What follows belongs to an exercise in optimizing a design on an open flow for small area, a short achievable clock period and few clock cycles per item; a production flow would make more cautious choices.
The RTL was checked by simulation tests, not by an equivalence proof against the original design.
Power and IR drop assume default switching activity.

===== design/flow/config.mk =====
export PLATFORM = sky130hd
export DESIGN_NAME = layer_slot_allocator
export DESIGN_NICKNAME = layer_slot_allocator
export VERILOG_FILES = /design/flow/design.v
export SDC_FILE = /design/flow/constraint.sdc
export NUM_CORES = 4
export LEC_CHECK = 0
export CAP_MARGIN = 20
export CORE_MARGIN = 2
export CORE_UTILIZATION = 40
export SLEW_MARGIN = 20

===== design/flow/constraint.sdc =====
create_clock -name core_clock -period 5.0 [get_ports {clock}]
set_input_delay 1.0000 -clock core_clock [delete_from_list [all_inputs] [get_ports {clock}]]
set_output_delay 1.0000 -clock core_clock [all_outputs]
set_load 0.01 [all_outputs]

===== design/flow/design.v =====
package lsa_pkg;
   localparam int SLOTS_DEF = 64;
   localparam int POOLS_DEF = 2;
   localparam int SLOT_W   = 6;
   localparam int LAYER_W  = 7;
   typedef logic [SLOT_W-1:0]  slot_type;
   typedef logic [LAYER_W-1:0] layer_type;
   typedef enum logic [0:0] {
      ACT_ALLOC   = 1'b0,
      ACT_RELEASE = 1'b1
   } action_type;
   typedef enum logic [2:0] {
      STAT_REUSED    = 3'd0,
      STAT_FRESH     = 3'd1,
      STAT_RELEASED  = 3'd2,
      STAT_DUPLICATE = 3'd3,
      STAT_EXHAUSTED = 3'd4
   } status_type;
   typedef struct packed {
      action_type action;
      logic       pool_type;
      slot_type   slot_in;
   } req_type;
   typedef struct packed {
      slot_type   slot_out;
      layer_type  layer_count;
      status_type status;
   } rsp_type;
   typedef struct packed {
      logic       reuse;
      slot_type   slot;
      layer_type  layer_count;
      status_type status;
   } dec_type;
endpackage
module lsa_queue_mem #(
   parameter int DEPTH = lsa_pkg::SLOTS_DEF * lsa_pkg::POOLS_DEF,
   parameter int WIDTH = 6
) (
   input  logic                     clock,
   input  logic                     wr_en,
   input  logic [$clog2(DEPTH)-1:0] wr_addr,
   input  logic [WIDTH-1:0]         wr_data,
   input  logic                     rd_en,
   input  logic [$clog2(DEPTH)-1:0] rd_addr,
   output logic [WIDTH-1:0]         rd_data_ff
);
   logic [WIDTH-1:0] mem_ff [DEPTH];
   always_ff @(posedge clock) begin
      if (wr_en) begin
         mem_ff[wr_addr] <= wr_data;
      end
   end
   always_ff @(posedge clock) begin
      if (rd_en) begin
         rd_data_ff <= mem_ff[rd_addr];
      end
   end
endmodule
module lsa_pool_ctrl #(
   parameter int SLOTS = lsa_pkg::SLOTS_DEF,
   parameter int POOLS = lsa_pkg::POOLS_DEF,
   parameter int IW    = $clog2(SLOTS),
   parameter int PW    = (POOLS > 1) ? $clog2(POOLS) : 1,
   parameter int AW    = $clog2(POOLS * SLOTS)
) (
   input  logic             clock,
   input  logic             reset,
   input  logic             commit,
   input  lsa_pkg::req_type req,
   input  logic             clr_en,
   input  logic [PW-1:0]    clr_pool,
   input  logic [IW-1:0]    clr_slot,
   output logic [PW-1:0]    pool,
   output lsa_pkg::dec_type dec,
   output logic             wr_en,
   output logic [AW-1:0]    wr_addr,
   output logic [IW-1:0]    wr_data,
   output logic [AW-1:0]    rd_addr
);
   localparam int CW = $clog2(SLOTS + 1);
   localparam int TW = IW + 1;
   logic [POOLS-1:0][IW-1:0]    head_ff;
   logic [POOLS-1:0][CW-1:0]    fill_ff;
   logic [POOLS-1:0][CW-1:0]    hw_ff;
   logic [POOLS-1:0][SLOTS-1:0] mark_ff;
   logic [IW-1:0] head;
   logic [CW-1:0] fill;
   logic [CW-1:0] hw;
   logic [IW-1:0] head_in;
   logic [CW-1:0] fill_in;
   logic [CW-1:0] hw_in;
   logic [IW-1:0] head_next;
   logic [TW-1:0] tail_sum;
   logic [IW-1:0] tail;
   logic [IW-1:0] slot_idx;
   logic          in_range;
   logic          fwd_clear;
   logic          marked;
   logic          set_mark;
   assign pool     = (POOLS > 1) ? PW'(req.pool_type) : '0;
   assign head     = head_ff[pool];
   assign fill     = fill_ff[pool];
   assign hw       = hw_ff[pool];
   assign slot_idx = IW'(req.slot_in);
   assign in_range = (32'(req.slot_in) < SLOTS);
   assign fwd_clear = clr_en && (clr_pool == pool) && (clr_slot == slot_idx);
   assign marked    = mark_ff[pool][slot_idx] && !fwd_clear;
   assign head_next = (head == IW'(SLOTS - 1)) ? '0 : head + 1'b1;
   always_comb begin
      tail_sum = TW'(head) + TW'(fill);
      if (tail_sum >= TW'(SLOTS)) begin
         tail_sum = tail_sum - TW'(SLOTS);
      end
      tail = IW'(tail_sum);
   end
   always_comb begin
      dec        = '0;
      dec.status = lsa_pkg::STAT_DUPLICATE;
      head_in    = head;
      fill_in    = fill;
      hw_in      = hw;
      set_mark   = 1'b0;
      unique case (req.action)
         lsa_pkg::ACT_ALLOC: begin
            if (fill != '0) begin
               dec.reuse  = 1'b1;
               dec.status = lsa_pkg::STAT_REUSED;
               head_in    = head_next;
               fill_in    = fill - 1'b1;
            end else if (hw < CW'(SLOTS)) begin
               dec.slot   = lsa_pkg::slot_type'(hw);
               dec.status = lsa_pkg::STAT_FRESH;
               hw_in      = hw + 1'b1;
            end else begin
               dec.status = lsa_pkg::STAT_EXHAUSTED;
            end
         end
         lsa_pkg::ACT_RELEASE: begin
            if (in_range && !marked && (fill < CW'(SLOTS))) begin
               dec.status = lsa_pkg::STAT_RELEASED;
               fill_in    = fill + 1'b1;
               set_mark   = 1'b1;
            end
         end
      endcase
      dec.layer_count = lsa_pkg::layer_type'(hw_in);
   end
   assign wr_en   = commit && set_mark;
   assign wr_data = slot_idx;
   assign wr_addr = AW'(pool) * AW'(SLOTS) + AW'(tail);
   assign rd_addr = AW'(pool) * AW'(SLOTS) + AW'(head);
   always_ff @(posedge clock) begin
      if (reset) begin
         head_ff <= '0;
         fill_ff <= '0;
         hw_ff   <= '0;
         mark_ff <= '0;
      end else begin
         if (clr_en) begin
            mark_ff[clr_pool][clr_slot] <= 1'b0;
         end
         if (commit) begin
            head_ff[pool] <= head_in;
            fill_ff[pool] <= fill_in;
            hw_ff[pool]   <= hw_in;
            if (set_mark) begin
               mark_ff[pool][slot_idx] <= 1'b1;
            end
         end
      end
   end
endmodule
module layer_slot_allocator #(
   parameter int SLOTS = lsa_pkg::SLOTS_DEF,
   parameter int POOLS = lsa_pkg::POOLS_DEF
) (
   input  logic             clock,
   input  logic             reset,
   input  logic             req_valid,
   output logic             req_stall,
   input  logic [7:0]       req_data,
   output logic             rsp_valid,
   input  logic             rsp_stall,
   output logic [15:0]      rsp_data
);
   localparam int IW = $clog2(SLOTS);
   localparam int PW = (POOLS > 1) ? $clog2(POOLS) : 1;
   localparam int AW = $clog2(POOLS * SLOTS);
   logic             v1_ff;
   lsa_pkg::req_type req1_ff;
   logic             v2_ff;
   lsa_pkg::dec_type dec2_ff;
   logic [PW-1:0]    pool2_ff;
   logic             rsp_valid_ff;
   lsa_pkg::rsp_type rsp_ff;
   lsa_pkg::rsp_type rsp_in;
   logic             en1;
   logic             en2;
   logic             en3;
   logic             accept;
   logic             commit;
   logic             clr_en;
   logic [PW-1:0]    pool;
   lsa_pkg::dec_type dec;
   logic             wr_en;
   logic [AW-1:0]    wr_addr;
   logic [IW-1:0]    wr_data;
   logic [AW-1:0]    rd_addr;
   logic [IW-1:0]    rd_data;
   assign en3    = !rsp_valid_ff || !rsp_stall;
   assign en2    = !v2_ff || en3;
   assign en1    = !v1_ff || en2;
   assign accept = req_valid && en1;
   assign commit = v1_ff && en2;
   assign clr_en = v2_ff && dec2_ff.reuse && en3;
   assign req_stall = !en1;
   assign rsp_valid = rsp_valid_ff;
   assign rsp_data  = rsp_ff;
   lsa_pool_ctrl #(
      .SLOTS (SLOTS),
      .POOLS (POOLS),
      .IW    (IW),
      .PW    (PW),
      .AW    (AW)
   ) u_ctrl (
      .clock    (clock),
      .reset    (reset),
      .commit   (commit),
      .req      (req1_ff),
      .clr_en   (clr_en),
      .clr_pool (pool2_ff),
      .clr_slot (rd_data),
      .pool     (pool),
      .dec      (dec),
      .wr_en    (wr_en),
      .wr_addr  (wr_addr),
      .wr_data  (wr_data),
      .rd_addr  (rd_addr)
   );
   lsa_queue_mem #(
      .DEPTH (POOLS * SLOTS),
      .WIDTH (IW)
   ) u_mem (
      .clock      (clock),
      .wr_en      (wr_en),
      .wr_addr    (wr_addr),
      .wr_data    (wr_data),
      .rd_en      (commit),
      .rd_addr    (rd_addr),
      .rd_data_ff (rd_data)
   );
   always_comb begin
      rsp_in             = '0;
      rsp_in.slot_out    = dec2_ff.reuse ? lsa_pkg::slot_type'(rd_data) : dec2_ff.slot;
      rsp_in.layer_count = dec2_ff.layer_count;
      rsp_in.status      = dec2_ff.status;
   end
   always_ff @(posedge clock) begin
      if (reset) begin
         v1_ff        <= 1'b0;
         v2_ff        <= 1'b0;
         rsp_valid_ff <= 1'b0;
      end else begin
         if (en1) begin
            v1_ff <= req_valid;
         end
         if (en2) begin
            v2_ff <= v1_ff;
         end
         if (en3) begin
            rsp_valid_ff <= v2_ff;
         end
      end
   end
   always_ff @(posedge clock) begin
      if (accept) begin
         req1_ff <= req_data;
      end
      if (commit) begin
         dec2_ff  <= dec;
         pool2_ff <= pool;
      end
      if (v2_ff && en3) begin
         rsp_ff <= rsp_in;
      end
   end
endmodule

===== design/flow/run.sh =====
#!/bin/bash
# synth_recipe.tcl (not shown) runs the flow's synth.tcl, then flattens the netlist and writes it again
# the make line also repeats each setting of config.mk as NAME=value (left out here)
make -C /OpenROAD-flow-scripts/flow DESIGN_CONFIG=/design/flow/config.mk WORK_HOME=/design/flow/orfs CLKGATE_MAP_FILE= SYNTH_SCRIPT=/design/flow/synth_recipe.tcl finish

==> notes.md <==
remaining antenna violation count: 0
total gr overflow: 0
Mapped Avg Cell Area: 11.3 um2
worst slew pin tran: 1.09 ns
Synth Area in Compound Gates: 6.44%
sw power: 4250 uW
initial antenna violation count: 0
Core Rows: 118
synth top area cells: edfxtp_1, nand2_1, dfxtp_1
post-synthesis mux area share: 3.03%
number of flops mapped to enable cells by yosys: 816
total global-route track usage: 20.9%
CP required: 5.30 ns
Synth top area share: 58.4%
main combinational cell family by area after synthesis: simple AND/OR/NAND/NOR gates
Post-CTS Resized: 0
Cell Count, Final, Fillers Out: 5,124
clock root cell: clkbuf_16
R2R Setup Slk: 0.31 ns
# hold bufs at CTS: 0
Synth Area in Adders: 0.435%
Iteration-0 DRC Markers: 3,243
simple-gate portion of the synthesized area: 20.2%
pin count of the biggest net entering global routing: 201
Worst-path clk slew: 0.07 ns
global-route wire length before repair: 172,000 um
maximum VDD drop: 0.000279 V
routed vias: 28,700
Int Pwr: 14,100 uW
CTS Sinks: 987
cells after synthesis: 3,706
vias in the first global route: 27,800
Remaining DRCs: 0
Setup Buffers After CTS: 0
Routability Congestion: 0.869
placed cells: 4,945
Synth area leader: edfxtp_1
chip width: 328 um
dpl hpwl: 67,300 um
Final min period: 4.69 ns
H-tree depth: 3
arrival time at the worst endpoint: 5.00 ns
sequential share of power: 49.4%
Initial Util: 40.4%
Clock Power Share: 42.8%
input/output buffers: 29
Setup CP Type: reg2reg
Lkg Pwr: 0.0156 uW
Final Skew: 0.0200 ns
crit path max fanout: 34
die height: 328 um
min-delay worst type: reg2reg
Placed Area: 43,800 um2
combinational power share: 7.8%
Sw Ratio: 23.2%
Clock Path Buffers: 3
period utilization: 93.9%
post-layout instance area: 47,200 um2
final hold vios: 0
Setup WS post-layout: 0.306 ns
n_diodes: 0
Main synth FF type: edfxtp_1
RSZ-0062 raised after global routing: false
Synth warnings: 3
drt total wl: 114,000 um
status: complete, no violations
f_max: 0.213 GHz
fillcell total: 9,484
worst skew pair latency: 0.67 ns
WL/cell: 22.3 um
sequential area share after synthesis: 66.6%
crit end category: flip-flop
CP Launch Type: flip-flop
die area: 108,000 um2
Slew Limit Fails: 0
mapped cell area: 42,000 um2
post-synthesis register bit count: 987
drt pass-1 iters: 6
Synth Area in XOR/XNOR: 0.689%
async set-reset flop share out of synthesis: 0%
layout cells sized above 1: 7.72%
Ports: 30
Vias per Instance: 5.60
total CTS buffers: 98
power per cell area: 388 nW/um2
Setup TNS: 0 ns
core area: 104,000 um2
TritonCTS clock tree: yes
final setup fails: 0
maxcap violations: 0
synth unique cells: 61
syn nets: 3,732
Final nets: 3,691
Slew HR: 27.2%
area grow syn2layout: 12.5%
worst slack, placed: 0.374 ns
==> worst max-delay path: stages (launching register included) <==
cell	delay [ns]
edfxtp_1	0.81
mux2i_4	0.54
inv_8	0.17
ha_1	0.28
fa_1	0.49
a21oi_1	0.19
nor2_1	0.06
nor2_1	0.19
xnor2_1	0.11
nor2_1	0.45
nand2_1	0.47
nor2_1	0.54
==> final cells by class <==
type                       count  area (um2)  share of cell area, %
tap                         1380        1730                   3.66
clock buffer                 128        2660                   5.63
sequential                   987       27900                   59.1
inverter                      33         136                  0.289
timing repair buffer         105        1010                   2.14
clock inverter                51         749                   1.59
multi-input combinational   2440       13000                   27.6
==> sequential cells by signal, indices dropped and copies added (netlist names), 6 cells and up, named ones only <==
signal and flops:
dec2_ff 17, req1_ff 8, u_mem.rd_data_ff 6, rsp_ff 16
u_ctrl.mark_ff 128, u_mem.mem_ff 768
==> kinds of logic (layout without fill, tap and decap cells) <==
kind of cell / count (synthesis) / count (layout)
muxes: 89 / 89
AOI/OAI and AO/OA: 405 / 405
xor gates and xnor gates: 33 / 33
and+or+nand+nor: 1899 / 1899
DFF: 987 / 987
adders and majority gates: 14 / 14
buffers and inverters: 279 / 317
==> layer usage <==
layer | GRT usage (%) | vias to the layer above | share of wire (%)
li1 | - | 13300 | -
met1 | 29.3 | 14100 | 44
met2 | 33.3 | 1078 | 46
met3 | 3.26 | 218 | 6.9
met4 | 6.98 | 0 | 3.1
met5 | 0 | - | 0
==> power by group through the flow <==
stage | Combinational, uW | Clock (uW) | Sequential (uW)
final | 1440 | 7830 | 9040
after global routing | 1550 | 8240 | 9040
after floorplan | 812 | 0 | 9270
after global placement | 1430 | 0 | 9220
after CTS | 1430 | 7940 | 9040
after detailed placement | 1430 | 0 | 9220
==> synthesized netlist by cell type (all sizes together) (27+ instances only) <==
master  number
nand2     1003
edfxtp     816
nand3      418
nor2       216
clkbuf     183
dfxtp      171
o21ai      137
nand3b     128
a311oi     127
and3        65
buf         63
a21oi       62
mux2i       45
a31oi       34
mux4        29
inv         27
==> layout by cell type, fill, tap and decap left out, drive strengths merged, types with 34 or more instances in the layout <==
master  Yosys  final
nand3b    128    128
edfxtp    816    816
o21ai     137    137
buf        63     77
nand3     418    418
nor2      216    216
a21oi      62     62
dfxtp     171    171
and3       65     65
a31oi      34     34
clkbuf    183    128
nand2    1003   1003
a311oi    127    127
mux2i      45     45
inv        27     36
==> worst paths after layout <==
kind	startpoint	end	depth (start not counted)
hold reg to reg	dec2_ff[9]	rsp_ff[9]	0
setup / recovery	req1_ff[6]	u_mem.mem_ff[42][2]	11
hold / removal	dec2_ff[9]	rsp_ff[9]	0
setup reg to reg	req1_ff[6]	u_mem.mem_ff[42][2]	11
==> stage by stage <==
| stage | utilization (%) | power, uW | hold slack, ns |
|---|---|---|---|
| 2_1_floorplan | - | 10100 | 0.400 |
| 3_3_place_gp | 42.2 | 10600 | 0.402 |
| 3_5_place_dp | 42.2 | 10700 | 0.405 |
| 4_1_cts | 45.5 | 18400 | 0.419 |
| 5_1_grt | 45.5 | 18800 | 0.438 |
| 6_report | 45.5 | 18300 | 0.417 |
Testbench counts, summed over its fixed seeds: cycles 32,024, items 32,000.

[port drivers added, routing unchanged]
The flow's constraints put no driver on any port. The routed layout listed below was extracted and timed again, unchanged, in two steps.
Step 1 sets driving cells, clkbuf_16 on the clock port and buf_2 on the other inputs (assumed; they add their load-dependent delay and slew).
Step 2 also shifts input and output timing later by t, the mid clock arrival at the registers, as if the neighbouring blocks saw the same clock.
Three values: ideal, step 1, step 2; two values: the first two.
t (ns): 0.732
slack for setup (ns): 0.306 / 0.306 / 0.306
hold slack, ns: 0.417 / 0.417 / 0.417
worst setup path after step 2: register to register
pins driven straight from the clock port: 1
After both steps setup and hold are still met in this run. For this run, drivers alone change the setup slack by 0.000 ns; drivers and shift together by 0.000 ns.
